This design comes from an exercise in tuning for small area and a short achievable clock period on the open sky130 flow, not from production work. Only simulation tests tie the RTL to the original design; equivalence was not proved. Power figures rest on the tool's default switching activity, not on a simulated workload.

<file path="design/flow/run.sh">
#!/bin/bash
# synth_recipe.tcl (not shown) runs the flow's synth.tcl, then flattens the netlist and writes it again
# the make line also repeats each setting of config.mk as NAME=value (left out here)
make -C /OpenROAD-flow-scripts/flow DESIGN_CONFIG=/design/flow/config.mk WORK_HOME=/design/flow/orfs CLKGATE_MAP_FILE= SYNTH_SCRIPT=/design/flow/synth_recipe.tcl finish
</file>
<file path="design/flow/design.v">
package seg_pkg;
    localparam int ING_BEAT_W = 85;    
    localparam int CH_SEG_W   = 76;    
    localparam int ENT_W      = 82;    
    localparam int NSLOT      = 29;    
    function automatic logic [1:0] keep_to_mty(input logic [3:0] k);
        keep_to_mty = {~k[3] & ~k[2] & (k[1] | k[0]), ~k[3] & (k[2] | (~k[1] & k[0]))};
    endfunction
    function automatic logic [ENT_W-1:0] beat_to_ent(input logic [ING_BEAT_W-1:0] b);
        logic [63:0] data;
        logic [7:0]  keep;
        logic [1:0]  xid, sop, eop, alt, err;
        logic [2:0]  stid;
        {data, keep, xid, sop, eop, alt, stid, err} = b;
        beat_to_ent = {data[63:32], keep[4], sop[1], eop[1], err[1], keep_to_mty(keep[7:4]),
                       data[31:0],  keep[0], sop[0], eop[0], err[0], keep_to_mty(keep[3:0]),
                       xid, stid, (xid != alt)};
    endfunction
endpackage
module seg_fifo #(
    parameter int WIDTH = 82,
    parameter int NS    = 29
) (
    input  logic             aclk,
    input  logic [NS-1:0]    we,        
    input  logic [NS-1:0]    hold,      
    input  logic [WIDTH-1:0] wr_data,
    input  logic [NS-1:0]    rd_sel,    
    output logic [WIDTH-1:0] rd_data
);
    logic [NS-1:0][WIDTH-1:0] rd_part;
    for (genvar i = 0; i < NS; i++) begin : g_slot
        logic [WIDTH-1:0] q;
        always_ff @(posedge aclk) begin
            q <= ({WIDTH{we[i]}} & wr_data) | ({WIDTH{hold[i]}} & q);
        end
        assign rd_part[i] = {WIDTH{rd_sel[i]}} & q;
    end
    always_comb begin
        rd_data = '0;
        for (int i = 0; i < NS; i++) rd_data = rd_data | rd_part[i];
    end
endmodule
module seg_channel #(
    parameter int NS = seg_pkg::NSLOT
) (
    input  logic                          aclk,
    input  logic                          local_rstn,
    input  logic                          ing_valid,
    output logic                          ing_ready,
    input  logic [seg_pkg::ING_BEAT_W-1:0] ing_beat,
    input  logic                          pop,
    output logic                          ing_head_valid,
    output logic                          ing_level_ok,
    output logic                          egr_almost_full,
    output logic                          seg_valid,
    input  logic                          seg_ready,
    output logic [seg_pkg::CH_SEG_W-1:0]  seg_out,
    output logic [1:0]                    head_xfer_id,
    output logic                          head_alt_ne,
    output logic [2:0]                    head_seg_tid
);
    localparam int            W     = seg_pkg::ENT_W;
    localparam logic [NS-1:0] SLOT0 = {{(NS-1){1'b0}}, 1'b1};
    logic [4:0]    ing_cnt;       
    logic [NS-1:0] wsel;          
    logic [NS-1:0] we, hold;      
    logic          acc;
    logic [4:0]    ing_cnt_nx;
    logic [NS-1:0] wsel_nx;
    logic          ready_nx;
    logic          conv_vld;      
    logic [3:0]    egr_cnt;       
    logic [NS-1:0] fsel;          
    logic [W-1:0]  hq, nq;        
    logic [W-1:0]  rd;
    logic          c_ge1, c_ge2, c_ge3;
    logic          rdy_take, idle_take, take;
    logic [W-1:0]  h_rd, h_idle;
    assign acc        = ing_valid & ing_ready;
    assign ing_cnt_nx = ing_cnt + {4'd0, acc} - {4'd0, pop};
    assign wsel_nx    = acc ? {wsel[NS-2:0], wsel[NS-1]} : wsel;
    assign ready_nx   = (ing_cnt_nx != 5'd16);
    always_ff @(posedge aclk) begin
        if (!local_rstn) begin
            ing_cnt        <= '0;
            ing_ready      <= 1'b1;
            ing_head_valid <= 1'b0;
            ing_level_ok   <= 1'b0;
            wsel           <= SLOT0;
            we             <= SLOT0;
            hold           <= ~SLOT0;
        end else begin
            ing_cnt        <= ing_cnt_nx;
            ing_ready      <= ready_nx;
            ing_head_valid <= (ing_cnt_nx != 5'd0);
            ing_level_ok   <= (ing_cnt >= 5'd4);
            wsel           <= wsel_nx;
            we             <= ready_nx ? wsel_nx : '0;
            hold           <= ready_nx ? ~wsel_nx : '1;
        end
    end
    seg_fifo #(
        .WIDTH (W),
        .NS    (NS)
    ) u_slots (
        .aclk    (aclk),
        .we      (we),
        .hold    (hold),
        .wr_data (seg_pkg::beat_to_ent(ing_beat)),
        .rd_sel  (fsel),
        .rd_data (rd)
    );
    assign c_ge1 = (egr_cnt != 4'd0);
    assign c_ge2 = (egr_cnt >= 4'd2);
    assign c_ge3 = (egr_cnt >= 4'd3);
    assign rdy_take  = c_ge3 | conv_vld;
    assign idle_take = conv_vld & ~c_ge2;
    assign take      = seg_ready ? rdy_take : idle_take;
    assign h_rd   = c_ge2 ? nq : (conv_vld ? rd : '0);
    assign h_idle = (~c_ge1 & conv_vld) ? rd : hq;
    always_ff @(posedge aclk) begin
        if (!local_rstn) begin
            conv_vld        <= 1'b0;
            egr_cnt         <= '0;
            seg_valid       <= 1'b0;
            egr_almost_full <= 1'b0;
            fsel            <= SLOT0;
            hq              <= '0;
        end else begin
            conv_vld        <= pop;
            egr_cnt         <= egr_cnt + {3'd0, conv_vld} - {3'd0, seg_ready & c_ge1};
            seg_valid       <= c_ge2 | conv_vld | (c_ge1 & ~seg_ready);
            egr_almost_full <= (egr_cnt >= 4'd12);
            fsel            <= take ? {fsel[NS-2:0], fsel[NS-1]} : fsel;
            hq              <= seg_ready ? h_rd : h_idle;
        end
    end
    always_ff @(posedge aclk) begin
        nq <= (seg_ready | ~c_ge2) ? rd : nq;
    end
    assign seg_out      = hq[W-1:6];
    assign head_xfer_id = hq[5:4];
    assign head_seg_tid = hq[3:1];
    assign head_alt_ne  = hq[0];
endmodule
module drain_ctrl #(
    parameter int NUM_CH = 2
) (
    input  logic              aclk,
    input  logic              local_rstn,
    input  logic [NUM_CH-1:0] head_valid,
    input  logic [NUM_CH-1:0] level_ok,
    input  logic [NUM_CH-1:0] almost_full,
    output logic              pop
);
    logic align_rdy;    
    logic drain_en;     
    logic egr_room;
    always_ff @(posedge aclk) begin
        if (!local_rstn || head_valid == '0) begin
            align_rdy <= 1'b0;
            drain_en  <= 1'b0;
        end else begin
            if (&level_ok) align_rdy <= 1'b1;  
            drain_en <= align_rdy;
        end
    end
    always_ff @(posedge aclk) begin
        if (!local_rstn) begin
            egr_room <= 1'b0;
        end else begin
            egr_room <= ~(|almost_full);
        end
    end
    assign pop = drain_en & (&head_valid) & egr_room;
endmodule
module align_checker (
    input  logic       aclk,
    input  logic       local_rstn,
    input  logic [3:0] xfer_id,    
    input  logic [1:0] alt_ne,     
    input  logic [5:0] seg_tid,    
    output logic       err_alignment
);
    logic id_ne, tid_ne, alt_any;
    always_ff @(posedge aclk) begin
        if (!local_rstn) begin
            id_ne         <= 1'b0;
            tid_ne        <= 1'b0;
            alt_any       <= 1'b0;
            err_alignment <= 1'b0;
        end else begin
            id_ne         <= (xfer_id[1:0] != xfer_id[3:2]);
            tid_ne        <= (seg_tid[2:0] != seg_tid[5:3]);
            alt_any       <= |alt_ne;
            err_alignment <= id_ne | tid_ne | alt_any;
        end
    end
endmodule
module axis_to_seg_top (
    input  logic          aclk,
    input  logic          local_rstn,
    input  logic [1:0]    ing_valid,
    output logic [1:0]    ing_ready,
    input  logic [169:0]  ing_beat,    
    output logic [1:0]    seg_valid,
    input  logic [1:0]    seg_ready,
    output logic [151:0]  seg_out,     
    output logic [2:0]    seg_tid,
    output logic          err_alignment
);
    logic [1:0] head_valid, level_ok, almost_full, alt_ne;
    logic       pop;
    logic [3:0] head_xfer_id;
    logic [5:0] head_seg_tid;
    for (genvar ch = 0; ch < 2; ch++) begin : gen_ch
        seg_channel u_channel (
            .aclk            (aclk),
            .local_rstn      (local_rstn),
            .ing_valid       (ing_valid[ch]),
            .ing_ready       (ing_ready[ch]),
            .ing_beat        (ing_beat[ch*85 +: 85]),
            .pop             (pop),
            .ing_head_valid  (head_valid[ch]),
            .ing_level_ok    (level_ok[ch]),
            .egr_almost_full (almost_full[ch]),
            .seg_valid       (seg_valid[ch]),
            .seg_ready       (seg_ready[ch]),
            .seg_out         (seg_out[ch*76 +: 76]),
            .head_xfer_id    (head_xfer_id[ch*2 +: 2]),
            .head_alt_ne     (alt_ne[ch]),
            .head_seg_tid    (head_seg_tid[ch*3 +: 3])
        );
    end
    drain_ctrl u_drain (
        .aclk        (aclk),
        .local_rstn  (local_rstn),
        .head_valid  (head_valid),
        .level_ok    (level_ok),
        .almost_full (almost_full),
        .pop         (pop)
    );
    align_checker u_align (
        .aclk          (aclk),
        .local_rstn    (local_rstn),
        .xfer_id       (head_xfer_id),
        .alt_ne        (alt_ne),
        .seg_tid       (head_seg_tid),
        .err_alignment (err_alignment)
    );
    assign seg_tid = head_seg_tid[2:0];    
endmodule
</file>
<file path="design/flow/constraint.sdc">
create_clock -name core_clock -period 5.5 [get_ports {aclk}]
set_input_delay 1.1000 -clock core_clock [delete_from_list [all_inputs] [get_ports {aclk}]]
set_output_delay 1.1000 -clock core_clock [all_outputs]
set_load 0.01 [all_outputs]
</file>
<file path="design/flow/config.mk">
export PLATFORM = sky130hd
export DESIGN_NAME = axis_to_seg_top
export DESIGN_NICKNAME = axis_to_seg_top
export VERILOG_FILES = /design/flow/design.v
export SDC_FILE = /design/flow/constraint.sdc
export NUM_CORES = 4
export LEC_CHECK = 0
export CAP_MARGIN = 20
export CORE_MARGIN = 2
export CORE_UTILIZATION = 40
export SETUP_SLACK_MARGIN = 2.8
export SLEW_MARGIN = 20
</file>
==> flow_summary.yaml, run 1 <==
global_routing:
  grt_pass1_wl_um: 1218000
  grt_pass1_vias: 150300
  grt_max_degree: 87
  antenna_found_initial: 86
  grt-ovfl-total: 0
  track_usage_pct: 35.42
power:
  p_total_mw: 96.96
  ir_drop_mv: 0.3188
  p_leak_nw: 83.03
  cellPowerDensity_nw_per_um2: 453.1
run:
  drv_cap: 0
final_layout:
  fin_cells: 22210
  layout.nets: 15730
  drive_above_1_share_pct: 11.84
  final_cell_mix: "a22o_1 (5,248), dfxtp_1 (4,908), a22oi_1 (1,312)"
  postLayoutCellArea_sq_um: 214000
  final_common_cell: "a22o_1"
  syn2layout_area_growth_pct: 13.79
synth:
  synth.area.mux_share_pct: 0.2023
  netlist_instances: 16410
  synth-xor-area-share_pct: 0.08383
  synth.top_cells.by_area: "dfxtp_1 (55%), a22o_1 (24%), a22oi_1 (5.2%)"
  synth-seq-area-share_pct: 57.85
  synth-seq-cells: 5352
  synth_flop_cell: "dfxtp_1"
  synth_top_area_cell: "dfxtp_1"
  synth_top_family_by_area: "compound AO/OA/AOI/OAI gates"
  yosys.area_share.simple_pct: 3.126
  synth_top_area_share_pct: 55.23
  syn_nets: 16610
  syn_area_per_cell_sq_um: 11.46
  synth_warnings: 4
  synth.cell_area_sq_um: 188100
  synthAdderAreaFrac_pct: 0.2222
  ys_types: 49
  async_flop_share_pct: 0
  synth_enable_flop_cells: 164
  synth_compound_area_share_pct: 33.97
clocking:
  cts_buffers: 554
  cts.sinks: 5352
  cts_root_buf: "clkbuf_16"
  clk_pin_slew_ps: 60
  clockBufferDepth: 4
  h-tree-depth: 6
  clk_latency_ps: 1080
  tritoncts: "yes"
drt:
  vias: 161500
  routed_wl_um: 887700
  avgRoutedWirePerCell_um: 39.97
  drcViolationCount: 0
  drtPass1Iterations: 8
  ant_nets: 0
  via_per_inst: 7.273
  drt_iter0_markers: 27190
placed_design:
  place_hpwl_um: 419800
  dpl_cell_area_sq_um: 194900
  port_buffers: 335
  globalplace.congestion: 0.8184
  place_inst: 21100
timing:
  rsz0062_at_grt: "yes"
  min_period_ps: 2851
  setup_tns_ps: 0
  hold_viol_final: 0
  tightestPinTransition_ps: 1274
  fin_hold_ws_ps: 381.0
  relSlewSlack_pct: 15.07
  max_freq_mhz: 350.7
  fin_worst_skew_ps: 46.08
  period_share_pct: 51.84
  drv_slew: 0
  final-setup-viol-count: 0
setup_path:
  timing.critical_path.cells: "buf_4, a22o_1, a221oi_1, nand4_1, a41o_1"
  path_class: "flip-flop to flip-flop"
  critPathMaxFanout: 36
  critPathRequiredTime_ps: 6500
  crit_family: "flip-flops"
  critPathSlowestCell: "dfxtp_4"
  critPathMaxStageDelay_ps: 910
  critPathBufInv: 1
  crit_path_start_kind: "flip-flop"
  critPathArrivalTime_ps: 3850
  cp-end-kind: "flip-flop"
floorplan:
  fp.dieH_um: 689.7
  start_util_pct: 40.22
  rows: 251
  core_sq_um: 467600
  num_io_pins: 336
  die-area_sq_um: 475600
  fp.dieW_um: 689.7
outcome:
  status: "complete, no violations"
worst_hold_path:
  hold_path_class: "flip-flop to flip-flop"
## cells by family after synthesis
kind of cell / after synthesis
XOR/XNOR: 18
AND/OR/NAND/NOR: 1215
AO/OA/AOI/OAI: 7502
multiplexers: 34
buffers and inverters: 2255
adder cells (fa/ha/maj): 31
flip-flops: 5352
## per-layer routing
metal	global-route usage, %	up-vias	routed length, um
met1	46.04	80280	325800
met2	52.81	14620	373400
met5	0	-	454
met3	10.17	3572	128100
li1	-	63000	-
met4	19.62	52	59960
## worst reg2reg max path, cell delays in order, from the launching register on
cell and delay, ps:
dfxtp_4 910, buf_4 960, a22o_1 270, a221oi_1 60, nand4_1 340, a41o_1 230
## path summary, 6_finish.rpt
check,from,to,slack [ps],cells after the start
max,gen_ch[0].u_channel.fsel[26]$_SDFFE_PN0P_,gen_ch[0].u_channel.hq[7]$_SDFFE_PN0P_,2650,5
max reg2reg,gen_ch[0].u_channel.fsel[26]$_SDFFE_PN0P_,gen_ch[0].u_channel.hq[7]$_SDFFE_PN0P_,2650,5
min reg2reg,gen_ch[1].u_channel.egr_almost_full$_SDFF_PN0_,u_drain.egr_room$_SDFF_PN0_,380,1
min,gen_ch[1].u_channel.egr_almost_full$_SDFF_PN0_,u_drain.egr_room$_SDFF_PN0_,380,1
## area by class of cell
cell class / instances / area, sq um
Sequential cell: 5352 / 109700
Tap cell: 6198 / 7755
Timing Repair Buffer: 741 / 6679
Clock buffer: 852 / 16730
Fill cell: 41960 / 253600
Inverter: 70 / 270.3
Clock inverter: 148 / 1548
Multi-Input combinational cell: 8803 / 71210
Antenna cell: 45 / 112.6
## power by group
| part | switching, mW | leakage [nW] | internal [mW] | total (mW) |
|---|---|---|---|---|
| combinational | 7.10 | 30.1 | 5.23 | 12.3 |
| clock | 16.4 | 8.99 | 21.9 | 38.4 |
| sequential | 2.99 | 43.9 | 43.3 | 46.3 |
## synthesized netlist by cell type (all sizes together) (5+ instances only)
master,instances
a22o,5248
dfxtp,5188
clkbuf,1914
a22oi,1312
a221oi,492
nand2,374
nand4,330
buf,271
nor2,224
nand3,195
a222oi,164
edfxtp,164
a21o,86
a41o,82
a21oi,70
inv,70
and2,39
nand2b,32
o21ai,32
mux2,29
ha,27
xnor2,14
nor3,10
a31oi,5
mux2i,5
## registers in the layout, summed over array words and instances (netlist names), 2 cells and up
name                               flops
gen_ch.u_channel.ing_head_valid        2
gen_ch.u_channel.ing_cnt              10
gen_ch.u_channel.wsel                 58
gen_ch.u_channel.hold                 58
gen_ch.u_channel.seg_valid             2
gen_ch.u_channel.hq                  164
gen_ch.u_channel.we                   58
gen_ch.u_channel.u_slots.g_slot.q   4756
gen_ch.u_channel.ing_ready             2
gen_ch.u_channel.fsel                 58
gen_ch.u_channel.ing_level_ok          2
gen_ch.u_channel.nq                  164
gen_ch.u_channel.egr_almost_full       2
gen_ch.u_channel.egr_cnt               8
## metrics by stage
step                      setup slack [ps]  utilization, %
after global routing                  2683           45.75
after CTS                             2582           45.68
after global placement                1525           41.68
after floorplan                       2497               -
final                                 2649           45.76
after detailed placement              1519           41.68
## repair_timing
| item | 4_1_cts | 5_1_grt |
|---|---|---|
| endpoints found under the setup margin | 468 | 162 |
| pin swaps | 9 | 11 |
| hold buffers | 0 | 0 |
| setup buffers | 22 | 17 |
| cloned | 10 | 5 |
| resized for setup | 956 | 62 |
==> run 2, diff against run 1 <==
--- a/design/flow/design.v
+++ b/design/flow/design.v
@@ -63,6 +63,7 @@
     localparam int            W     = seg_pkg::ENT_W;
     localparam logic [NS-1:0] SLOT0 = {{(NS-1){1'b0}}, 1'b1};
     logic [4:0]    ing_cnt;       
+    logic          ing_is15;      
     logic [NS-1:0] wsel;          
     logic [NS-1:0] we, hold;      
     logic          acc;
@@ -71,6 +72,7 @@
     logic          ready_nx;
     logic          conv_vld;      
     logic [3:0]    egr_cnt;       
+    logic [3:0]    egr_cnt_nx;
     logic [NS-1:0] fsel;          
     logic [W-1:0]  hq, nq;        
     logic [W-1:0]  rd;
@@ -80,10 +82,11 @@
     assign acc        = ing_valid & ing_ready;
     assign ing_cnt_nx = ing_cnt + {4'd0, acc} - {4'd0, pop};
     assign wsel_nx    = acc ? {wsel[NS-2:0], wsel[NS-1]} : wsel;
-    assign ready_nx   = (ing_cnt_nx != 5'd16);
+    assign ready_nx   = pop | (ing_ready & ~(ing_is15 & acc));    
     always_ff @(posedge aclk) begin
         if (!local_rstn) begin
             ing_cnt        <= '0;
+            ing_is15       <= 1'b0;
             ing_ready      <= 1'b1;
             ing_head_valid <= 1'b0;
             ing_level_ok   <= 1'b0;
@@ -92,6 +95,7 @@
             hold           <= ~SLOT0;
         end else begin
             ing_cnt        <= ing_cnt_nx;
+            ing_is15       <= (ing_cnt_nx == 5'd15);
             ing_ready      <= ready_nx;
             ing_head_valid <= (ing_cnt_nx != 5'd0);
             ing_level_ok   <= (ing_cnt >= 5'd4);
@@ -111,9 +115,8 @@
         .rd_sel  (fsel),
         .rd_data (rd)
     );
-    assign c_ge1 = (egr_cnt != 4'd0);
-    assign c_ge2 = (egr_cnt >= 4'd2);
-    assign c_ge3 = (egr_cnt >= 4'd3);
+    assign c_ge1      = seg_valid;    
+    assign egr_cnt_nx = egr_cnt + {3'd0, conv_vld} - {3'd0, seg_ready & c_ge1};
     assign rdy_take  = c_ge3 | conv_vld;
     assign idle_take = conv_vld & ~c_ge2;
     assign take      = seg_ready ? rdy_take : idle_take;
@@ -123,13 +126,17 @@
         if (!local_rstn) begin
             conv_vld        <= 1'b0;
             egr_cnt         <= '0;
+            c_ge2           <= 1'b0;
+            c_ge3           <= 1'b0;
             seg_valid       <= 1'b0;
             egr_almost_full <= 1'b0;
             fsel            <= SLOT0;
             hq              <= '0;
         end else begin
             conv_vld        <= pop;
-            egr_cnt         <= egr_cnt + {3'd0, conv_vld} - {3'd0, seg_ready & c_ge1};
+            egr_cnt         <= egr_cnt_nx;
+            c_ge2           <= (egr_cnt_nx >= 4'd2);
+            c_ge3           <= (egr_cnt_nx >= 4'd3);
             seg_valid       <= c_ge2 | conv_vld | (c_ge1 & ~seg_ready);
             egr_almost_full <= (egr_cnt >= 4'd12);
             fsel            <= take ? {fsel[NS-2:0], fsel[NS-1]} : fsel;
--- a/design/flow/config.mk
+++ b/design/flow/config.mk
@@ -7,6 +7,8 @@
 export LEC_CHECK = 0
 export CAP_MARGIN = 20
 export CORE_MARGIN = 2
-export CORE_UTILIZATION = 40
+export CORE_UTILIZATION = 65
+export CTS_CLUSTER_DIAMETER = 80
+export CTS_CLUSTER_SIZE = 30
 export SETUP_SLACK_MARGIN = 2.8
 export SLEW_MARGIN = 20
==> run 2 against run 1 <==
Net effect:
- worst setup slack worse by 59 ps
- wire length is 4.2% lower
- fmax is 2.0% lower
- first-iteration DRC count is 18% higher
- critical path depth stayed put
- count of clock-buffer cells in the layout is 570 lower
- final area is 6.5% lower
- register-to-register slack worse by 60 ps
- final cell count is 13% lower
- sequential cell count is 6 higher
- area after synthesis is 0.79% higher
- hold slack better by 22 ps
- largest cell class unchanged
- highest routed layer unchanged
==> flow_summary.yaml, run 2 <==
outcome:
  status: "complete, no violations"
synth:
  synth_warnings: 4
  synth_top_area_share_pct: 54.86
  synth.cell_area_sq_um: 189500
  synth_top_area_cell: "dfxtp_1"
  synth.top_cells.by_area: "dfxtp_1 (55%), a22o_1 (23%), a22oi_1 (5.3%)"
  syn_area_per_cell_sq_um: 11.41
  synth_enable_flop_cells: 164
  async_flop_share_pct: 0
  netlist_instances: 16610
  synth-seq-cells: 5358
  ys_types: 38
  synth_flop_cell: "dfxtp_1"
  synth-seq-area-share_pct: 57.46
  ys_top_cells_by_count: "dfxtp_1 (5,194), a22o_1 (5,078), clkbuf_1 (1,826), a22oi_1 (1,327), a221oi_1 (483)"
  syn_nets: 16810
  yosysMostFrequentCell: "dfxtp_1"
final_layout:
  final_common_cell: "a22o_1"
  largest_reg_flops: 4756
  top_register: "gen_ch.u_channel.u_slots.g_slot.q"
  final_cell_mix: "a22o_1 (5,078), dfxtp_1 (4,947), a22oi_1 (1,327)"
  reg_top3: "gen_ch.u_channel.u_slots.g_slot.q x4756, gen_ch.u_channel.hq x164, gen_ch.u_channel.nq x164"
  multiInputGateArea_sq_um: 71750
  seq_area_sq_um: 109700
  fin_cells: 19420
  syn2layout_area_growth_pct: 5.548
  fillers: 21260
  drive_above_1_share_pct: 7.553
  utilization_pct: 68.84
  layout.nets: 15550
  postLayoutCellArea_sq_um: 200000
placed_design:
  place_inst: 18980
  place_hpwl_um: 420900
  globalplace.congestion: 0.9070
  dpl_cell_area_sq_um: 193200
  port_buffers: 335
run:
  drv_cap: 0
global_routing:
  grt.met3_usage_pct: 20.78
  grt-ovfl-total: 0
  met2_usage_pct: 77.22
  grt_pass1_vias: 158800
  grt_pass1_wl_um: 1182000
  grt_max_degree: 94
  use_met1_pct: 66.51
  antenna_found_initial: 84
  grt_busiest_layer: "met2"
  track_usage_pct: 54.86
power:
  p_total_mw: 68.93
  clockPowerShare_pct: 29.1
  comb_power_share_pct: 8.9
  p_leak_nw: 77.58
  switching_share_pct: 25.52
  ir_drop_mv: 0.3819
  p_seq_share_pct: 62.0
  p_switching_mw: 17.59
  cellPowerDensity_nw_per_um2: 344.6
  p_int_mw: 51.34
clocking:
  h-tree-depth: 4
  cts.sinks: 5358
  clockBufferDepth: 4
  tritoncts: "yes"
  cts_buffers: 207
  clk_pin_slew_ps: 120
  clk_latency_ps: 1000
  cts_root_buf: "clkbuf_16"
floorplan:
  die-area_sq_um: 295900
  fp.dieW_um: 544.0
  start_util_pct: 65.22
  num_io_pins: 336
  rows: 198
  fp.dieH_um: 544.0
  core_sq_um: 290600
timing:
  max_freq_mhz: 343.7
  setup_tns_ps: 0
  final-setup-viol-count: 0
  drv_slew: 0
  period_share_pct: 52.91
  rsz0062_at_grt: "yes"
  relSlewSlack_pct: 10.00
  hold_viol_final: 0
  tightestPinTransition_ps: 1350
  fin_worst_skew_ps: 40.31
  min_period_ps: 2910
setup_path:
  cp-end-kind: "flip-flop"
  reg2reg_from: "gen_ch[0].u_channel.fsel[2]$_SDFFE_PN0P_"
  critPathRequiredTime_ps: 6370
  crit_path_start_kind: "flip-flop"
  critPathMaxFanout: 53
  path_class: "flip-flop to flip-flop"
  critPathArrivalTime_ps: 3780
  r2r-end: "gen_ch[0].u_channel.hq[64]$_SDFFE_PN0P_"
  ff2ff_path_depth: 5
  r2r_slack_ps: 2590
drt:
  via_per_inst: 8.629
  routed_wl_um: 850600
  ant_nets: 0
  drt_iter0_markers: 32180
  vias: 167600
  drtPass1Iterations: 13
  drcViolationCount: 0
  avgRoutedWirePerCell_um: 43.80
worst_hold_path:
  hold_path_class: "flip-flop to flip-flop"
  worstHoldPathCells: 1
  holdPathEnd: "u_drain.egr_room$_SDFF_PN0_"
  hp-start: "gen_ch[0].u_channel.egr_almost_full$_SDFF_PN0_"
## run 2: how the worst max path moves through the flow
stage | endpoint | startpoint | cells after the start
6_report | gen_ch[0].u_channel.hq[64]$_SDFFE_PN0P_ | gen_ch[0].u_channel.fsel[2]$_SDFFE_PN0P_ | 5
3_3_place_gp | gen_ch[1].u_channel.nq[65]$_DFFE_PP_ | seg_ready[1] | 4
5_1_grt | gen_ch[1].u_channel.hq[36]$_SDFFE_PN0P_ | gen_ch[1].u_channel.fsel[3]$_SDFFE_PN0P_ | 7
4_1_cts | seg_tid[1] | gen_ch[0].u_channel.hq[2]$_SDFFE_PN0P_ | 1
2_1_floorplan | gen_ch[1].u_channel.c_ge2$_SDFF_PN0_ | seg_ready[1] | 12
3_5_place_dp | gen_ch[1].u_channel.nq[63]$_DFFE_PP_ | seg_ready[1] | 4
## run 2: layout make-up
type | count | share of cell area (%)
Clock inverter | 32 | 0.1695
Tap cell | 3900 | 2.439
Multi-Input combinational cell | 8885 | 35.86
Antenna cell | 69 | 0.08631
Inverter | 155 | 0.2921
Sequential cell | 5358 | 54.83
Clock buffer | 282 | 2.882
Timing Repair Buffer | 738 | 3.434
## run 2: logic make-up (layout without fill, tap and decap cells)
group           after synthesis  in the layout  synth area share [%]
compound gates             7472           7472                 33.69
flops                      5358           5358                 57.46
buf+inv                    2364           1207                 4.820
simple gates               1309           1310                 3.412
mux                          58             58                0.3433
fa+ha+maj                    26             26                0.1875
xor+xnor                     19             19               0.08780
other cells                   0             69                     0
## run 2: power groups by stage
| stage | combinational (mW) | sequential, mW | clock [mW] |
|---|---|---|---|
| CTS | 5.77 | 42.6 | 19.8 |
| floorplan | 3.89 | 42.9 | 0 |
| global route | 6.34 | 42.9 | 21.1 |
| finish | 6.14 | 42.7 | 20.1 |
| global placement | 5.58 | 43.4 | 0 |
| detailed placement | 5.75 | 43.5 | 0 |
## run 2: metrics by stage
stage / setup WS, ps / hold WS (ps)
after floorplan: 2749 / 367.3
after global placement: 1748 / 401.5
after detailed placement: 1705 / 389.6
after CTS: 2553 / 406.2
after global routing: 2739 / 416.5
final: 2590 / 403.1
## run 2: critical path, cell delays in order (launching register included)
cell and delay [ps]:
dfxtp_4 540, buf_16 390, a22o_1 310, a221oi_1 330, nand4_1 440, o311a_1 470
## run 2: routing by layer
layer / vias up / routed length [um]
met4: 44 / 92760
met2: 18260 / 335900
met5: - / 331
li1: 62610 / -
met1: 80520 / 273000
met3: 6147 / 148600
## run 2: timing repair
item                                    CTS  global route
hold buffers                              0             0
pin swaps                                 8            11
endpoints found under the setup margin  339           132
cloned                                    1             0
setup buffers                            16            26
gates resized for setup                 595            39
==> run 3, diff against run 2 <==
--- a/design/flow/design.v
+++ b/design/flow/design.v
@@ -19,13 +19,14 @@
 endpackage
 module seg_fifo #(
     parameter int WIDTH = 82,
-    parameter int NS    = 29
+    parameter int NS    = 29,
+    parameter int NSEL  = 2         
 ) (
     input  logic             aclk,
     input  logic [NS-1:0]    we,        
     input  logic [NS-1:0]    hold,      
     input  logic [WIDTH-1:0] wr_data,
-    input  logic [NS-1:0]    rd_sel,    
+    input  logic [NSEL-1:0][NS-1:0] rd_sel,    
     output logic [WIDTH-1:0] rd_data
 );
     logic [NS-1:0][WIDTH-1:0] rd_part;
@@ -34,7 +35,9 @@
         always_ff @(posedge aclk) begin
             q <= ({WIDTH{we[i]}} & wr_data) | ({WIDTH{hold[i]}} & q);
         end
-        assign rd_part[i] = {WIDTH{rd_sel[i]}} & q;
+        for (genvar b = 0; b < WIDTH; b++) begin : g_bit
+            assign rd_part[i][b] = rd_sel[b*NSEL/WIDTH][i] & q[b];
+        end
     end
     always_comb begin
         rd_data = '0;
@@ -42,7 +45,8 @@
     end
 endmodule
 module seg_channel #(
-    parameter int NS = seg_pkg::NSLOT
+    parameter int NS   = seg_pkg::NSLOT,
+    parameter int NSEL = 2
 ) (
     input  logic                          aclk,
     input  logic                          local_rstn,
@@ -73,7 +77,7 @@
     logic          conv_vld;      
     logic [3:0]    egr_cnt;       
     logic [3:0]    egr_cnt_nx;
-    logic [NS-1:0] fsel;          
+    logic [NSEL-1:0][NS-1:0] fsel;    
     logic [W-1:0]  hq, nq;        
     logic [W-1:0]  rd;
     logic          c_ge1, c_ge2, c_ge3;
@@ -106,7 +110,8 @@
     end
     seg_fifo #(
         .WIDTH (W),
-        .NS    (NS)
+        .NS    (NS),
+        .NSEL  (NSEL)
     ) u_slots (
         .aclk    (aclk),
         .we      (we),
@@ -130,7 +135,7 @@
             c_ge3           <= 1'b0;
             seg_valid       <= 1'b0;
             egr_almost_full <= 1'b0;
-            fsel            <= SLOT0;
+            fsel            <= {NSEL{SLOT0}};
             hq              <= '0;
         end else begin
             conv_vld        <= pop;
@@ -139,7 +144,9 @@
             c_ge3           <= (egr_cnt_nx >= 4'd3);
             seg_valid       <= c_ge2 | conv_vld | (c_ge1 & ~seg_ready);
             egr_almost_full <= (egr_cnt >= 4'd12);
-            fsel            <= take ? {fsel[NS-2:0], fsel[NS-1]} : fsel;
+            for (int k = 0; k < NSEL; k++) begin
+                fsel[k] <= take ? {fsel[k][NS-2:0], fsel[k][NS-1]} : fsel[k];
+            end
             hq              <= seg_ready ? h_rd : h_idle;
         end
     end
==> run 3 against run 2 <==
Net effect:
- synthesized cell count rose by 1.8%
- non-clock buffer count is 45 lower
- final cell count increased by 1.0%
- final area is 0.38% higher
- fmax grew 4.8%
- power increased by 0.81%
- critical path type unchanged
- largest power group unchanged
- sequential share of layout area rose by 0.45 points
- clock power about the same
- hold slack worse by 7.8 ps
- still clean
- first-iteration DRC count increased by 4.1%
- largest cell class unchanged
- sequential cell count rose by 58
==> flow_summary.yaml, run 3 <==
outcome:
  status: "complete, no violations"
synth:
  synth_top_family_by_area: "compound AO/OA/AOI/OAI gates"
  netlist_instances: 16910
  synth_top_area_cell: "dfxtp_1"
  synthAdderAreaFrac_pct: 0.1850
  syn_nets: 17110
  synth-seq-cells: 5416
  synth-seq-area-share_pct: 57.31
  synth.area.mux_share_pct: 0.3388
  synth_enable_flop_cells: 164
  synth_warnings: 4
  synth.cell_area_sq_um: 192100
  synth-xor-area-share_pct: 0.08665
  synth_flop_cell: "dfxtp_1"
  syn_area_per_cell_sq_um: 11.36
  synth_compound_area_share_pct: 33.41
  yosysMostFrequentCell: "dfxtp_1"
  yosys.area_share.simple_pct: 3.591
  ys_types: 41
  synth.top_cells.by_area: "dfxtp_1 (55%), a22o_1 (23%), a22oi_1 (5.2%)"
  async_flop_share_pct: 0
  ys_top_cells_by_count: "dfxtp_1 (5,252), a22o_1 (5,079), clkbuf_1 (1,901), a22oi_1 (1,328), a221oi_1 (483)"
  synth_top_area_share_pct: 54.75
timing:
  relSlewSlack_pct: 8.764
  max_freq_mhz: 360.1
  min_period_ps: 2777
  fin_worst_skew_ps: 54.06
  hold_viol_final: 0
  period_share_pct: 50.49
  final-setup-viol-count: 0
  fin_ws_ps: 2723
  tightestPinTransition_ps: 1369
  rsz0062_at_grt: "no"
  drv_slew: 0
  setup_tns_ps: 0
drt:
  drt_iter0_markers: 33490
  ant_nets: 0
  drtPass1Iterations: 13
  drcViolationCount: 0
  via_per_inst: 8.577
  vias: 168300
  avgRoutedWirePerCell_um: 43.29
  routed_wl_um: 849200
run:
  drv_cap: 0
placed_design:
  dpl_worst_slack_ps: 1635
  globalplace.congestion: 0.9007
  place_hpwl_um: 420000
  port_buffers: 335
worst_hold_path:
  hold_path_class: "flip-flop to flip-flop"
global_routing:
  antenna_found_initial: 76
  track_usage_pct: 54.11
  grt-ovfl-total: 0
  grt_pass1_vias: 160100
  grt_max_degree: 118
  grt_pass1_wl_um: 1189000
setup_path:
  cp-end-kind: "flip-flop"
  r2r_slack_ps: 2720
  critPathRequiredTime_ps: 6420
  path_class: "flip-flop to flip-flop"
  critPathArrivalTime_ps: 3700
  crit_path_start_kind: "flip-flop"
  critPathMaxFanout: 28
final_layout:
  drive_above_1_share_pct: 8.152
  final_common_cell: "a22o_1"
  top_register: "gen_ch.u_channel.u_slots.g_slot.q"
  fillers: 21440
  largest_reg_flops: 4756
  syn2layout_area_growth_pct: 4.559
  layout.nets: 15730
  reg_top3: "gen_ch.u_channel.u_slots.g_slot.q x4756, gen_ch.u_channel.hq x164, gen_ch.u_channel.nq x164"
  final_cell_mix: "a22o_1 (5,078), dfxtp_1 (4,899), a22oi_1 (1,327)"
clocking:
  holdBufCountCts: 0
  clockBufferDepth: 4
  tritoncts: "yes"
  cts.sinks: 5416
  cts_root_buf: "clkbuf_16"
  clk_pin_slew_ps: 110
  clk_latency_ps: 1030
  cts_buffers: 207
  h-tree-depth: 4
floorplan:
  core_sq_um: 294100
  num_io_pins: 336
  fp.dieW_um: 547.6
  start_util_pct: 65.31
  fp.dieH_um: 547.6
  die-area_sq_um: 299800
  rows: 199
power:
  p_total_mw: 69.49
  cellPowerDensity_nw_per_um2: 346.0
  p_leak_nw: 77.79
  ir_drop_mv: 0.3373
[run 3: cell count changes after synthesis, moves of 3 or more]
cell and delta:
clkbuf_1 +75, and2_1 +3, inv_1 -4, buf_2 +79, nand2_1 +116, buf_6 +33, dfxtp_1 +58, nor2_1 -4
a21oi_1 +56, buf_1 -110
[run 3: report_power, final]
group | internal [mW] | total (mW) | switching [mW] | leakage [nW]
combinational | 2.36 | 5.99 | 3.62 | 30.4
clock | 7.63 | 20.2 | 12.5 | 2.95
sequential | 41.6 | 43.3 | 1.69 | 44.5
total | 51.6 | 69.5 | 17.8 | 77.8
[run 3: critical path, cell delays in order (launching register included)]
cell      delay [ps]
dfxtp_2          570
buf_4            490
a222oi_1         400
nand3_1          140
nor2_1           140
nand4_1          420
o311a_1          490
[run 3: cell families after synthesis]
logic type,Yosys count
buffers and inverters,2437
muxes,58
and+or+nand+nor,1423
adders and majority gates,26
xor gates and xnor gates,19
DFF,5416
AOI/OAI and AO/OA,7532
[run 3: per-stage QoR]
step | hold WS, ps | instance area [sq um] | cells | utilization (%)
floorplan | 367.3 | 192200 | 16910 | -
finish | 395.4 | 200800 | 19620 | 68.29
detailed placement | 384.1 | 194600 | 19210 | 66.19
global placement | 388.0 | 194500 | 19210 | 66.15
global route | 409.0 | 200700 | 19590 | 68.26
CTS | 401.2 | 200700 | 19540 | 68.24
[run 3: worst paths after layout]
kind | startpoint | cells past startpoint | to
max reg2reg | gen_ch[0].u_channel.fsel[21]$_SDFFE_PN0P_ | 6 | gen_ch[0].u_channel.hq[6]$_SDFFE_PN0P_
max | gen_ch[0].u_channel.fsel[21]$_SDFFE_PN0P_ | 6 | gen_ch[0].u_channel.hq[6]$_SDFFE_PN0P_
min | gen_ch[0].u_channel.egr_almost_full$_SDFF_PN0_ | 1 | u_drain.egr_room$_SDFF_PN0_
min reg2reg | gen_ch[0].u_channel.egr_almost_full$_SDFF_PN0_ | 1 | u_drain.egr_room$_SDFF_PN0_
[run 3: repair_timing]
item,CTS,global route
gates cloned,0,1
gates resized for setup,768,62
hold endpoints to repair,0,0
endpoints found under the setup margin,322,194
buffers inserted,7,10
pin swaps,4,4
[run 3: final cells by class]
cell class	count	area (sq um)	area share, %
repair buffers	693	5664	2.821
multi-input cells	9059	72450	36.08
well taps	3919	4903	2.442
clock inverters	23	230.2	0.1146
diodes	58	145.1	0.07228
clock buffers	298	5826	2.901
inverters	151	569.3	0.2835
flip-flops and latches	5416	111000	55.29
[run 3: layer usage]
layer	up-vias	share of wire [%]	GRT usage (%)
li1	63260	-	-
met1	80980	33	66.25
met2	18220	40	76.01
met3	5740	18	21.85
met4	58	10	41.24
met5	-	0.053	0.2216
==> run 4, diff against run 3 <==
--- a/design/flow/config.mk
+++ b/design/flow/config.mk
@@ -10,5 +10,5 @@
 export CORE_UTILIZATION = 65
 export CTS_CLUSTER_DIAMETER = 80
 export CTS_CLUSTER_SIZE = 30
-export SETUP_SLACK_MARGIN = 2.8
+export SETUP_SLACK_MARGIN = 3.1
 export SLEW_MARGIN = 20
==> run 4 against run 3 <==
Net effect:
- still clean
- hold slack gained 12 ps
- final area grew 1.3%
- global-route usage shrank 0.45 points
- largest cell class unchanged
- largest power group unchanged
==> flow_summary.yaml, run 4 <==
worst_hold_path:
  hold_path_class: "flip-flop to flip-flop"
drt:
  via_per_inst: 8.523
  vias: 168300
  routed_wl_um: 849600
  drtPass1Iterations: 19
  drt_iter0_markers: 33000
  avgRoutedWirePerCell_um: 43.04
  drcViolationCount: 0
  ant_nets: 0
clocking:
  holdBufCountCts: 0
  cts.sinks: 5416
  cts_root_buf: "clkbuf_16"
  clk_latency_ps: 1020
  clockBufferDepth: 4
  clk_pin_slew_ps: 120
  h-tree-depth: 4
  tritoncts: "yes"
  cts_buffers: 211
synth:
  synth_top_area_share_pct: 54.75
  yosysMostFrequentCell: "dfxtp_1"
  async_flop_share_pct: 0
  syn_nets: 17110
  synth_enable_flop_cells: 164
  synth_flop_cell: "dfxtp_1"
  syn_area_per_cell_sq_um: 11.36
  synth_top_area_cell: "dfxtp_1"
  ys_top_cells_by_count: "dfxtp_1 (5,252), a22o_1 (5,079), clkbuf_1 (1,901), a22oi_1 (1,328), a221oi_1 (483)"
  netlist_instances: 16910
  synth_warnings: 4
  ys_types: 41
  synth-seq-cells: 5416
  synth.cell_area_sq_um: 192100
  synth.top_cells.by_area: "dfxtp_1 (55%), a22o_1 (23%), a22oi_1 (5.2%)"
  synth-seq-area-share_pct: 57.31
floorplan:
  die-area_sq_um: 299800
  fp.dieH_um: 547.6
  fp.dieW_um: 547.6
  start_util_pct: 65.31
  core_sq_um: 294100
  num_io_pins: 336
  rows: 199
placed_design:
  place_hpwl_um: 424600
  port_buffers: 335
  globalplace.congestion: 0.9024
  dpl_cell_area_sq_um: 194800
  place_inst: 19220
  dpl_worst_slack_ps: 1882
global_routing:
  grt_pass1_vias: 159900
  track_usage_pct: 53.66
  antenna_found_initial: 92
  grt_pass1_wl_um: 1180000
  grt-ovfl-total: 0
  grt_max_degree: 168
power:
  p_seq_share_pct: 61.3
  p_leak_nw: 78.86
  switching_share_pct: 25.86
  p_switching_mw: 18.22
  ir_drop_mv: 0.3198
  clockPowerShare_pct: 29.2
  comb_power_share_pct: 9.5
  p_int_mw: 52.23
  cellPowerDensity_nw_per_um2: 346.4
  p_total_mw: 70.45
timing:
  period_share_pct: 50.01
  relSlewSlack_pct: 11.18
  hold_viol_final: 0
  fin_worst_skew_ps: 53.07
  fin_ws_ps: 2749
  setup_tns_ps: 0
  drv_slew: 0
  final-setup-viol-count: 0
  rsz0062_at_grt: "yes"
  max_freq_mhz: 363.5
  tightestPinTransition_ps: 1332
  min_period_ps: 2751
  fin_hold_ws_ps: 407.0
final_layout:
  final_cell_mix: "a22o_1 (5,078), dfxtp_1 (4,856), a22oi_1 (1,327)"
  largest_reg_flops: 4756
  postLayoutCellArea_sq_um: 203400
  top_register: "gen_ch.u_channel.u_slots.g_slot.q"
  fin_cells: 19740
  syn2layout_area_growth_pct: 5.905
  layout.nets: 15830
  reg_top3: "gen_ch.u_channel.u_slots.g_slot.q x4756, gen_ch.u_channel.hq x164, gen_ch.u_channel.nq x164"
  utilization_pct: 69.17
  drive_above_1_share_pct: 9.373
  final_common_cell: "a22o_1"
run:
  drv_cap: 0
setup_path:
  critPathArrivalTime_ps: 1650
  critPathMaxStageDelay_ps: 510
  critPathMaxFanout: 2
  crit_family: "flip-flops"
  critPathRequiredTime_ps: 4400
  critPathBufInv: 1
  cp-end-kind: "output pin"
  crit_path_start_kind: "flip-flop"
  timing.critical_path.cells: "buf_6"
  path_class: "flip-flop to output pin"
  critPathSlowestCell: "dfxtp_4"
outcome:
  status: "complete, no violations"
[run 4: cell counts after synthesis]
Identical to the previous run, type by type.
[run 4: final timing paths]
path | startpoint | end | slack [ps] | cells after the start
setup / recovery | gen_ch[0].u_channel.seg_valid$_SDFF_PN0_ | seg_valid[0] | 2750 | 1
hold / removal | gen_ch[1].u_channel.egr_almost_full$_SDFF_PN0_ | u_drain.egr_room$_SDFF_PN0_ | 410 | 1
setup reg to reg | gen_ch[1].u_channel.we[21]$_SDFF_PN0_ | gen_ch[1].u_channel.u_slots.g_slot[21].q[18]$_DFF_P_ | 2920 | 2
hold reg to reg | gen_ch[1].u_channel.egr_almost_full$_SDFF_PN0_ | u_drain.egr_room$_SDFF_PN0_ | 410 | 1
[run 4: timing repair]
item,CTS,global route
endpoints found under the hold margin,0,0
gates resized for setup,1175,79
pin swaps,23,25
gates cloned,2,7
endpoints found under the setup margin,611,401
setup buffers,59,36
[run 4: worst register-to-register path, cell delays in order (launching register included)]
cell,delay [ps]
dfxtp_4,1000
buf_4,1100
a22o_1,440
[run 4: cells by family (layout without fill, tap and decap cells)]
kind of cell | Yosys count | after routing | share of synthesized area (%)
flops | 5416 | 5416 | 57.31
compound gates | 7532 | 7535 | 33.41
other cells | 0 | 75 | 0
simple gates | 1423 | 1429 | 3.591
xor+xnor | 19 | 19 | 0.08665
fa+ha+maj | 26 | 26 | 0.1850
mux | 58 | 58 | 0.3388
buf+inv | 2437 | 1264 | 5.080
[run 4: area by class of cell]
class	instances	area (sq um)
sequential	5416	111100
fill	21290	90660
multi-input combinational	9067	72750
timing repair buffer	781	7475
clock buffer	286	5872
tap	3919	4903
inverter	151	574.3
clock inverter	46	501.7
antenna	75	187.7
[run 4: power by group through the flow]
stage                     logic (mW)  registers [mW]  clock network (mW)
after floorplan                 4.01            43.3                   0
after CTS                       6.25            43.1                20.3
final                           6.67            43.2                20.6
after detailed placement        5.72            44.0                   0
after global placement          5.51            43.9                   0
after global routing            6.88            43.3                21.6
[run 4: layer usage]
layer | vias up | wire length [um] | track usage, %
met1 | 80520 | 273000 | 65.32
met3 | 5937 | 150200 | 20.50
met2 | 18230 | 338100 | 76.07
met4 | 68 | 87770 | 42.34
li1 | 63500 | - | -
met5 | - | 533 | 0.07914
==> run 5, diff against run 4 <==
--- a/design/flow/design.v
+++ b/design/flow/design.v
@@ -46,7 +46,7 @@
 endmodule
 module seg_channel #(
     parameter int NS   = seg_pkg::NSLOT,
-    parameter int NSEL = 2
+    parameter int NSEL = 3
 ) (
     input  logic                          aclk,
     input  logic                          local_rstn,
@@ -82,7 +82,8 @@
     logic [W-1:0]  rd;
     logic          c_ge1, c_ge2, c_ge3;
     logic          rdy_take, idle_take, take;
-    logic [W-1:0]  h_rd, h_idle;
+    logic          h_from_rd;     
+    logic [W-1:0]  h_other;
     assign acc        = ing_valid & ing_ready;
     assign ing_cnt_nx = ing_cnt + {4'd0, acc} - {4'd0, pop};
     assign wsel_nx    = acc ? {wsel[NS-2:0], wsel[NS-1]} : wsel;
@@ -125,8 +126,8 @@
     assign rdy_take  = c_ge3 | conv_vld;
     assign idle_take = conv_vld & ~c_ge2;
     assign take      = seg_ready ? rdy_take : idle_take;
-    assign h_rd   = c_ge2 ? nq : (conv_vld ? rd : '0);
-    assign h_idle = (~c_ge1 & conv_vld) ? rd : hq;
+    assign h_from_rd = conv_vld & (seg_ready ? ~c_ge2 : ~c_ge1);
+    assign h_other   = seg_ready ? (c_ge2 ? nq : '0) : hq;
     always_ff @(posedge aclk) begin
         if (!local_rstn) begin
             conv_vld        <= 1'b0;
@@ -147,7 +148,7 @@
             for (int k = 0; k < NSEL; k++) begin
                 fsel[k] <= take ? {fsel[k][NS-2:0], fsel[k][NS-1]} : fsel[k];
             end
-            hq              <= seg_ready ? h_rd : h_idle;
+            hq              <= h_from_rd ? rd : h_other;
         end
     end
     always_ff @(posedge aclk) begin
--- a/design/flow/config.mk
+++ b/design/flow/config.mk
@@ -8,7 +8,7 @@
 export CAP_MARGIN = 20
 export CORE_MARGIN = 2
 export CORE_UTILIZATION = 65
-export CTS_CLUSTER_DIAMETER = 80
-export CTS_CLUSTER_SIZE = 30
+export CTS_CLUSTER_DIAMETER = 70
+export CTS_CLUSTER_SIZE = 25
 export SETUP_SLACK_MARGIN = 3.1
 export SLEW_MARGIN = 20
==> run 5 against run 4 <==
Net effect:
- wire length is 1.4% lower
- final area increased by 0.58%
- hold slack worse by 12 ps
- utilization is 0.40 points higher
- combinational power is 6.1% lower
- global-route usage shrank 0.60 points
- final cell count rose by 0.57%
- non-clock buffer count increased by 17
- critical path depth is the same
- power increased by 3.4%
- area after synthesis increased by 0.12%
- die area up 0.11%
==> flow_summary.yaml, run 5 <==
outcome:
  status: "complete, no violations"
synth:
  synth-seq-area-share_pct: 57.85
  syn_nets: 17100
  yosysMostFrequentCell: "dfxtp_1"
  async_flop_share_pct: 0
  synth_top_area_cell: "dfxtp_1"
  synth_top_area_share_pct: 55.29
  synth.cell_area_sq_um: 192300
  ys_top_cells_by_count: "dfxtp_1 (5,310), a22o_1 (5,085), clkbuf_1 (1,808), a22oi_1 (1,476), nand2_1 (586)"
  synth_flop_cell: "dfxtp_1"
  synth_enable_flop_cells: 164
  netlist_instances: 16890
  ys_types: 44
  syn_area_per_cell_sq_um: 11.38
  synth-seq-cells: 5474
  synth.top_cells.by_area: "dfxtp_1 (55%), a22o_1 (23%), a22oi_1 (5.8%)"
  synth_warnings: 4
timing:
  drv_slew: 0
  relSlewSlack_pct: 8.032
  period_share_pct: 48.14
  fin_worst_skew_ps: 30.19
  final-setup-viol-count: 0
  max_freq_mhz: 377.7
  min_period_ps: 2648
  tightestPinTransition_ps: 1380
  hold_viol_final: 0
  setup_tns_ps: 0
  rsz0062_at_grt: "yes"
setup_path:
  timing.critical_path.cells: "buf_6"
  critPathRequiredTime_ps: 4400
  crit_family: "flip-flops"
  ff2ff_path_depth: 2
  critPathMaxStageDelay_ps: 410
  critPathArrivalTime_ps: 1550
  path_class: "flip-flop to output pin"
  path_depth: 1
  cp-end-kind: "output pin"
  critPathSlowestCell: "dfxtp_4"
  crit_path_start_kind: "flip-flop"
  critPathMaxFanout: 2
  critPathBufInv: 1
drt:
  vias: 167900
  routed_wl_um: 837300
  via_per_inst: 8.458
  drt_iter0_markers: 31310
  ant_nets: 0
  drtPass1Iterations: 11
  avgRoutedWirePerCell_um: 42.17
  drcViolationCount: 0
placed_design:
  globalplace.congestion: 0.8955
  place_hpwl_um: 422500
  port_buffers: 335
floorplan:
  start_util_pct: 65.39
  num_io_pins: 336
  core_sq_um: 294100
  fp.dieH_um: 547.9
  die-area_sq_um: 300200
  rows: 199
  fp.dieW_um: 547.9
clocking:
  cts_root_buf: "clkbuf_16"
  cts_buffers: 262
  clk_latency_ps: 980
  cts.sinks: 5474
  tritoncts: "yes"
  h-tree-depth: 5
  clockBufferDepth: 4
  clk_pin_slew_ps: 100
final_layout:
  final_common_cell: "a22o_1"
  final_cell_mix: "a22o_1 (5,084), dfxtp_1 (4,960), a22oi_1 (1,476)"
  reg_top3: "gen_ch.u_channel.u_slots.g_slot.q x4756, gen_ch.u_channel.fsel x174"
  largest_reg_flops: 4756
  syn2layout_area_growth_pct: 6.392
  utilization_pct: 69.57
  drive_above_1_share_pct: 9.318
  layout.nets: 15950
  top_register: "gen_ch.u_channel.u_slots.g_slot.q"
  fillers: 21020
worst_hold_path:
  worstHoldPathCells: 1
  hold_path_class: "flip-flop to flip-flop"
global_routing:
  grt_pass1_wl_um: 1170000
  antenna_found_initial: 76
  grt_max_degree: 104
  track_usage_pct: 53.06
  grt-ovfl-total: 0
  grt_pass1_vias: 159300
power:
  p_leak_nw: 77.86
  cellPowerDensity_nw_per_um2: 356.0
  ir_drop_mv: 0.2863
run:
  drv_cap: 0
## run 5: changes by cell type after synthesis, sizes merged, moves of 4 or more
cell     previous run  this run
dfxtp            5252      5310
a221oi            483       492
a21oi             136       186
nand2             477       587
a22oi            1328      1477
o2bb2ai             0       164
a22o             5079      5085
and3              160         0
o311a             159         0
buf               385       404
clkbuf           1901      1808
o22a              159         0
nor3                8        12
## run 5: cell type report
class,instances,area [sq um],share of cell area (%)
clock buffer,347,7325,3.581
sequential,5474,112100,54.79
inverter,152,580.6,0.2838
timing repair buffer,798,7202,3.521
antenna,73,182.7,0.08930
clock inverter,29,371.6,0.1817
multi-input combinational,9062,71910,35.15
tap,3919,4903,2.397
## run 5: cells by family after synthesis
| group | count (synthesis) | synth area share (%) |
|---|---|---|
| xor gates and xnor gates | 19 | 0.08655 |
| muxes | 58 | 0.3384 |
| adders and majority gates | 26 | 0.1848 |
| AOI/OAI and AO/OA | 7583 | 33.34 |
| DFF | 5474 | 57.85 |
| and+or+nand+nor | 1369 | 3.278 |
| buffers and inverters | 2364 | 4.921 |
## run 5: what timing repair did
| action | CTS | global route |
|---|---|---|
| setup endpoints to repair | 638 | 610 |
| pin swaps | 4 | 9 |
| buffers inserted | 50 | 33 |
| resized for setup | 1084 | 38 |
| hold buffers | 0 | 0 |
| cloned | 1 | 6 |
## run 5: final timing paths
path,from,to,slack [ps]
max,gen_ch[0].u_channel.hq[49]$_SDFFE_PN0P_,seg_out[43],2850
min,gen_ch[1].u_channel.egr_almost_full$_SDFF_PN0_,u_drain.egr_room$_SDFF_PN0_,400
max reg2reg,gen_ch[0].u_channel.we[16]$_SDFF_PN0_,gen_ch[0].u_channel.u_slots.g_slot[16].q[57]$_DFF_P_,2920
min reg2reg,gen_ch[1].u_channel.egr_almost_full$_SDFF_PN0_,u_drain.egr_room$_SDFF_PN0_,400
## run 5: routing by layer
layer  global-route usage, %  vias to the layer above  wire (um)
li1                        -                    63580          -
met1                   66.03                    80920     275500
met2                   74.15                    17860     331400
met3                   20.17                     5512     146900
met4                   40.59                       52      82990
met5                 0.01583                        -        522
## run 5: per-stage QoR
| stage | cell area [sq um] | setup slack, ps | total power [mW] | hold WS (ps) | cells |
|---|---|---|---|---|---|
| CTS | 204100 | 2808 | 72.04 | 396.0 | 19740 |
| global route | 204500 | 2869 | 74.22 | 403.5 | 19810 |
| detailed placement | 195500 | 1687 | 50.17 | 382.3 | 19310 |
| finish | 204600 | 2852 | 72.83 | 395.4 | 19850 |
| global placement | 195400 | 1738 | 49.88 | 378.6 | 19310 |
| floorplan | 192400 | 2743 | 47.69 | 367.3 | 16890 |
## run 5: report_power, final
group	switching (mW)	internal [mW]
clock	13.1	9.76
sequential	1.58	42.2
combinational	3.74	2.51
==> run 6, diff against run 5 <==
--- a/design/flow/design.v
+++ b/design/flow/design.v
@@ -68,11 +68,12 @@
     localparam logic [NS-1:0] SLOT0 = {{(NS-1){1'b0}}, 1'b1};
     logic [4:0]    ing_cnt;       
     logic          ing_is15;      
-    logic [NS-1:0] wsel;          
+    logic [4:0]    wptr;          
     logic [NS-1:0] we, hold;      
     logic          acc;
     logic [4:0]    ing_cnt_nx;
-    logic [NS-1:0] wsel_nx;
+    logic [4:0]    wptr_nx;
+    logic [NS-1:0] wsel_nx;       
     logic          ready_nx;
     logic          conv_vld;      
     logic [3:0]    egr_cnt;       
@@ -86,7 +87,10 @@
     logic [W-1:0]  h_other;
     assign acc        = ing_valid & ing_ready;
     assign ing_cnt_nx = ing_cnt + {4'd0, acc} - {4'd0, pop};
-    assign wsel_nx    = acc ? {wsel[NS-2:0], wsel[NS-1]} : wsel;
+    assign wptr_nx    = !acc ? wptr : (wptr == 5'(NS - 1)) ? 5'd0 : wptr + 5'd1;
+    always_comb begin
+        for (int i = 0; i < NS; i++) wsel_nx[i] = (wptr_nx == 5'(i));
+    end
     assign ready_nx   = pop | (ing_ready & ~(ing_is15 & acc));    
     always_ff @(posedge aclk) begin
         if (!local_rstn) begin
@@ -95,7 +99,7 @@
             ing_ready      <= 1'b1;
             ing_head_valid <= 1'b0;
             ing_level_ok   <= 1'b0;
-            wsel           <= SLOT0;
+            wptr           <= '0;
             we             <= SLOT0;
             hold           <= ~SLOT0;
         end else begin
@@ -104,7 +108,7 @@
             ing_ready      <= ready_nx;
             ing_head_valid <= (ing_cnt_nx != 5'd0);
             ing_level_ok   <= (ing_cnt >= 5'd4);
-            wsel           <= wsel_nx;
+            wptr           <= wptr_nx;
             we             <= ready_nx ? wsel_nx : '0;
             hold           <= ready_nx ? ~wsel_nx : '1;
         end
==> run 6 against run 5 <==
Net effect:
- critical path depth unchanged
- fmax down 0.93%
- worst setup slack got worse by 25 ps
- largest power group unchanged
- wire length rose by 0.95%
- still clean
- die area shrank 0.94%
- sequential share of layout area is essentially flat
- combinational power rose by 19%
- area after synthesis fell by 0.94%
- via count hardly changed
- synthesized cell count is 0.47% lower
- final cell count decreased by 0.42%
- clock skew rose by 21 ps
==> flow_summary.yaml, run 6 <==
setup_path:
  reg2reg_from: "gen_ch[0].u_channel.we[6]$_SDFF_PN0_"
  timing.critical_path.cells: "buf_6"
  path_class: "flip-flop to output pin"
  critPathMaxFanout: 2
  critPathArrivalTime_ps: 1570
  cp-end-kind: "output pin"
  r2r_slack_ps: 2910
  critPathSlowestCell: "dfxtp_4"
  crit_path_start_kind: "flip-flop"
  ff2ff_path_depth: 2
  crit_family: "flip-flops"
  r2r-end: "gen_ch[0].u_channel.u_slots.g_slot[6].q[65]$_DFF_P_"
  critPathRequiredTime_ps: 4400
  critPathMaxStageDelay_ps: 420
  critPathBufInv: 1
power:
  p_int_mw: 54.56
  switching_share_pct: 25.93
  clockPowerShare_pct: 29.1
  cellPowerDensity_nw_per_um2: 363.2
  p_seq_share_pct: 60.8
  p_leak_nw: 76.64
  ir_drop_mv: 0.3513
  comb_power_share_pct: 10.1
  p_switching_mw: 19.10
  p_total_mw: 73.66
synth:
  synthAdderAreaFrac_pct: 0.2128
  ys_types: 54
  synth_flop_cell: "dfxtp_1"
  yosysMostFrequentCell: "dfxtp_1"
  synth-seq-area-share_pct: 57.89
  synth.cell_area_sq_um: 190500
  synth_enable_flop_cells: 164
  synth.top_cells.by_area: "dfxtp_1 (55%), a22o_1 (23%), a22oi_1 (5.9%)"
  syn_nets: 17020
  netlist_instances: 16810
  syn_area_per_cell_sq_um: 11.33
  synth_top_area_cell: "dfxtp_1"
  synth_top_area_share_pct: 55.31
  synth_warnings: 4
  ys_top_cells_by_count: "dfxtp_1 (5,262), a22o_1 (5,077), clkbuf_1 (2,008), a22oi_1 (1,499), nand2_1 (582)"
  async_flop_share_pct: 0
  synth.area.mux_share_pct: 0
  synth-xor-area-share_pct: 0.1104
  synth-seq-cells: 5426
  synth_compound_area_share_pct: 33.72
  yosys.area_share.simple_pct: 3.585
  synth_top_family_by_area: "compound AO/OA/AOI/OAI gates"
outcome:
  status: "complete, no violations"
timing:
  rsz0062_at_grt: "yes"
  hold_viol_final: 0
  period_share_pct: 48.60
  tightestPinTransition_ps: 1388
  fin_ws_ps: 2827
  fin_worst_skew_ps: 51.29
  max_freq_mhz: 374.1
  relSlewSlack_pct: 7.493
  drv_slew: 0
  final-setup-viol-count: 0
  min_period_ps: 2673
  setup_tns_ps: 0
floorplan:
  core_sq_um: 291300
  num_io_pins: 336
  start_util_pct: 65.37
  rows: 198
  fp.dieW_um: 545.3
  fp.dieH_um: 545.3
  die-area_sq_um: 297400
global_routing:
  grt_pass1_wl_um: 1189000
  antenna_found_initial: 86
  grt_pass1_vias: 159900
  grt_max_degree: 116
  track_usage_pct: 54.13
  grt-ovfl-total: 0
worst_hold_path:
  holdPathEnd: "u_drain.egr_room$_SDFF_PN0_"
  worstHoldPathCells: 1
  hp-start: "gen_ch[0].u_channel.egr_almost_full$_SDFF_PN0_"
  hold_path_class: "flip-flop to flip-flop"
clocking:
  clk_pin_slew_ps: 100
  cts_root_buf: "clkbuf_16"
  clockBufferDepth: 4
  cts.sinks: 5426
  holdBufCountCts: 0
  cts_buffers: 243
  h-tree-depth: 4
  clk_latency_ps: 1030
  tritoncts: "yes"
final_layout:
  layout.nets: 15910
  syn2layout_area_growth_pct: 6.470
  multiInputGateArea_sq_um: 72020
  seq_area_sq_um: 111100
  final_common_cell: "a22o_1"
  utilization_pct: 69.60
  drive_above_1_share_pct: 9.176
  fillers: 21170
  fin_cells: 19770
  top_register: "gen_ch.u_channel.u_slots.g_slot.q"
  reg_top3: "gen_ch.u_channel.u_slots.g_slot.q x4756, gen_ch.u_channel.fsel x174"
  largest_reg_flops: 4756
  final_cell_mix: "a22o_1 (5,076), dfxtp_1 (4,887), a22oi_1 (1,496)"
drt:
  avgRoutedWirePerCell_um: 42.75
  drt_iter0_markers: 32090
  drtPass1Iterations: 10
  via_per_inst: 8.496
  vias: 168000
  routed_wl_um: 845200
  drcViolationCount: 0
  ant_nets: 0
placed_design:
  globalplace.congestion: 0.9239
  place_inst: 19260
  port_buffers: 335
  place_hpwl_um: 443500
  dpl_worst_slack_ps: 1801
run:
  drv_cap: 0
[run 6: changes by cell type after synthesis, moves of 14 or more]
cell      before   now
clkbuf_1    1808  2008
buf_2        246    10
mux2_2        56     0
inv_1        151    55
a21oi_1      175   191
buf_6         29     0
a22oi_1     1476  1499
nand3_1      174   192
dfxtp_1     5310  5262
buf_1        115   185
or3_1          0    14
[run 6: kinds of logic (layout without fill, tap and decap cells)]
group | Yosys count | after routing
AND/OR/NAND/NOR | 1458 | 1460
flip-flops | 5426 | 5426
adder cells (fa/ha/maj) | 30 | 30
XOR/XNOR | 24 | 24
buffers and inverters | 2263 | 1246
other | 0 | 68
AO/OA/AOI/OAI | 7613 | 7616
[run 6: metal layers]
layer / part of all wire [%] / vias up / global-route usage [%] / wire (um)
li1: - / 63500 / - / -
met4: 10 / 54 / 42.94 / 86840
met1: 33 / 80690 / 66.65 / 275200
met2: 40 / 18060 / 76.40 / 336400
met3: 17 / 5671 / 19.71 / 146400
met5: 0.048 / - / 0 / 406
[run 6: through the flow]
step	hold WS (ps)	instance area, sq um
2_1_floorplan	367.3	190700
3_3_place_gp	378.9	194400
3_5_place_dp	381.3	194500
4_1_cts	396.3	202400
5_1_grt	411.8	202700
6_report	395.3	202800
[run 6: final cells by class]
type	count	share of cell area, %
sequential	5426	54.81
inverter	56	0.1098
tap	3900	2.406
timing repair buffer	850	3.701
clock inverter	22	0.1308
antenna	68	0.08391
clock buffer	318	3.246
multi-input combinational	9130	35.52
[run 6: what timing repair did]
| action | 4_1_cts | 5_1_grt |
|---|---|---|
| cloned | 5 | 0 |
| buffers inserted | 67 | 32 |
| hold endpoints to repair | 0 | 0 |
| pin swaps | 23 | 10 |
| gates resized for setup | 1114 | 52 |
| endpoints found under the setup margin | 649 | 438 |
[run 6: how the worst max path moves through the flow]
stage | from | endpoint | slack [ps] | depth (start not counted)
floorplan | seg_ready[0] | gen_ch[0].u_channel.fsel[58]$_SDFFE_PN1P_ | 2730 | 8
global placement | seg_ready[0] | gen_ch[0].u_channel.fsel[49]$_SDFFE_PN0P_ | 1860 | 6
detailed placement | seg_ready[0] | gen_ch[0].u_channel.fsel[72]$_SDFFE_PN0P_ | 1800 | 6
CTS | gen_ch[0].u_channel.hq[32]$_SDFFE_PN0P_ | seg_out[26] | 2750 | 1
global route | gen_ch[0].u_channel.hq[78]$_SDFFE_PN0P_ | seg_out[72] | 2850 | 1
finish | gen_ch[1].u_channel.hq[6]$_SDFFE_PN0P_ | seg_out[76] | 2830 | 1
[run 6: power by group through the flow]
stage / sequential, mW / combinational [mW] / clock [mW]
after detailed placement: 45.4 / 6.89 / 0
after global placement: 45.3 / 6.62 / 0
final: 44.8 / 7.47 / 21.4
after global routing: 45.0 / 7.72 / 22.4
after CTS: 44.6 / 7.10 / 21.1
after floorplan: 44.8 / 4.59 / 0

==> re-timing with driven ports <==
How much do the figures lean on ideal ports? The routed layouts below were timed once more, with nothing changed but the port constraints. Step 1 (the two cells are an assumption about what drives the block):
set clk [get_ports {aclk}]
set_driving_cell -lib_cell sky130_fd_sc_hd__clkbuf_16 $clk
set_driving_cell -lib_cell sky130_fd_sc_hd__buf_2 [delete_from_list [all_inputs] $clk]
Step 2, shift: input delay + t, output delay - t, t = (earliest + latest rising clock arrival at the registers) / 2. This alone moves slack from input paths to output paths. Three values: ideal, step 1, step 2; two values: the first two.
run | t (ns) | setup WS [ns] | hold WS [ns] | worst data-port slew with drivers (ns)
run 1 | 1.190 | 2.649 / 2.569 / 1.695 | 0.381 / 0.381 / 0.381 | 0.36
run 2 | 1.101 | 2.590 / 2.590 / 1.846 | 0.403 / 0.403 / 0.403 | 0.30
run 3 | 1.106 | 2.723 / 2.675 / 1.924 | 0.395 / 0.373 / 0.395 | 0.30
run 4 | 1.108 | 2.749 / 2.633 / 1.959 | 0.407 / 0.407 / 0.407 | 0.28
run 5 | 1.070 | 2.852 / 2.742 / 2.044 | 0.395 / 0.395 / 0.395 | 0.34
run 6 | 1.111 | 2.827 / 2.718 / 2.101 | 0.395 / 0.395 / 0.395 | 0.32
After both steps setup and hold are still met in every run listed. The setup slack of run 1, which loses most, moves by -0.080 ns with the drivers and by -0.954 ns with both steps.
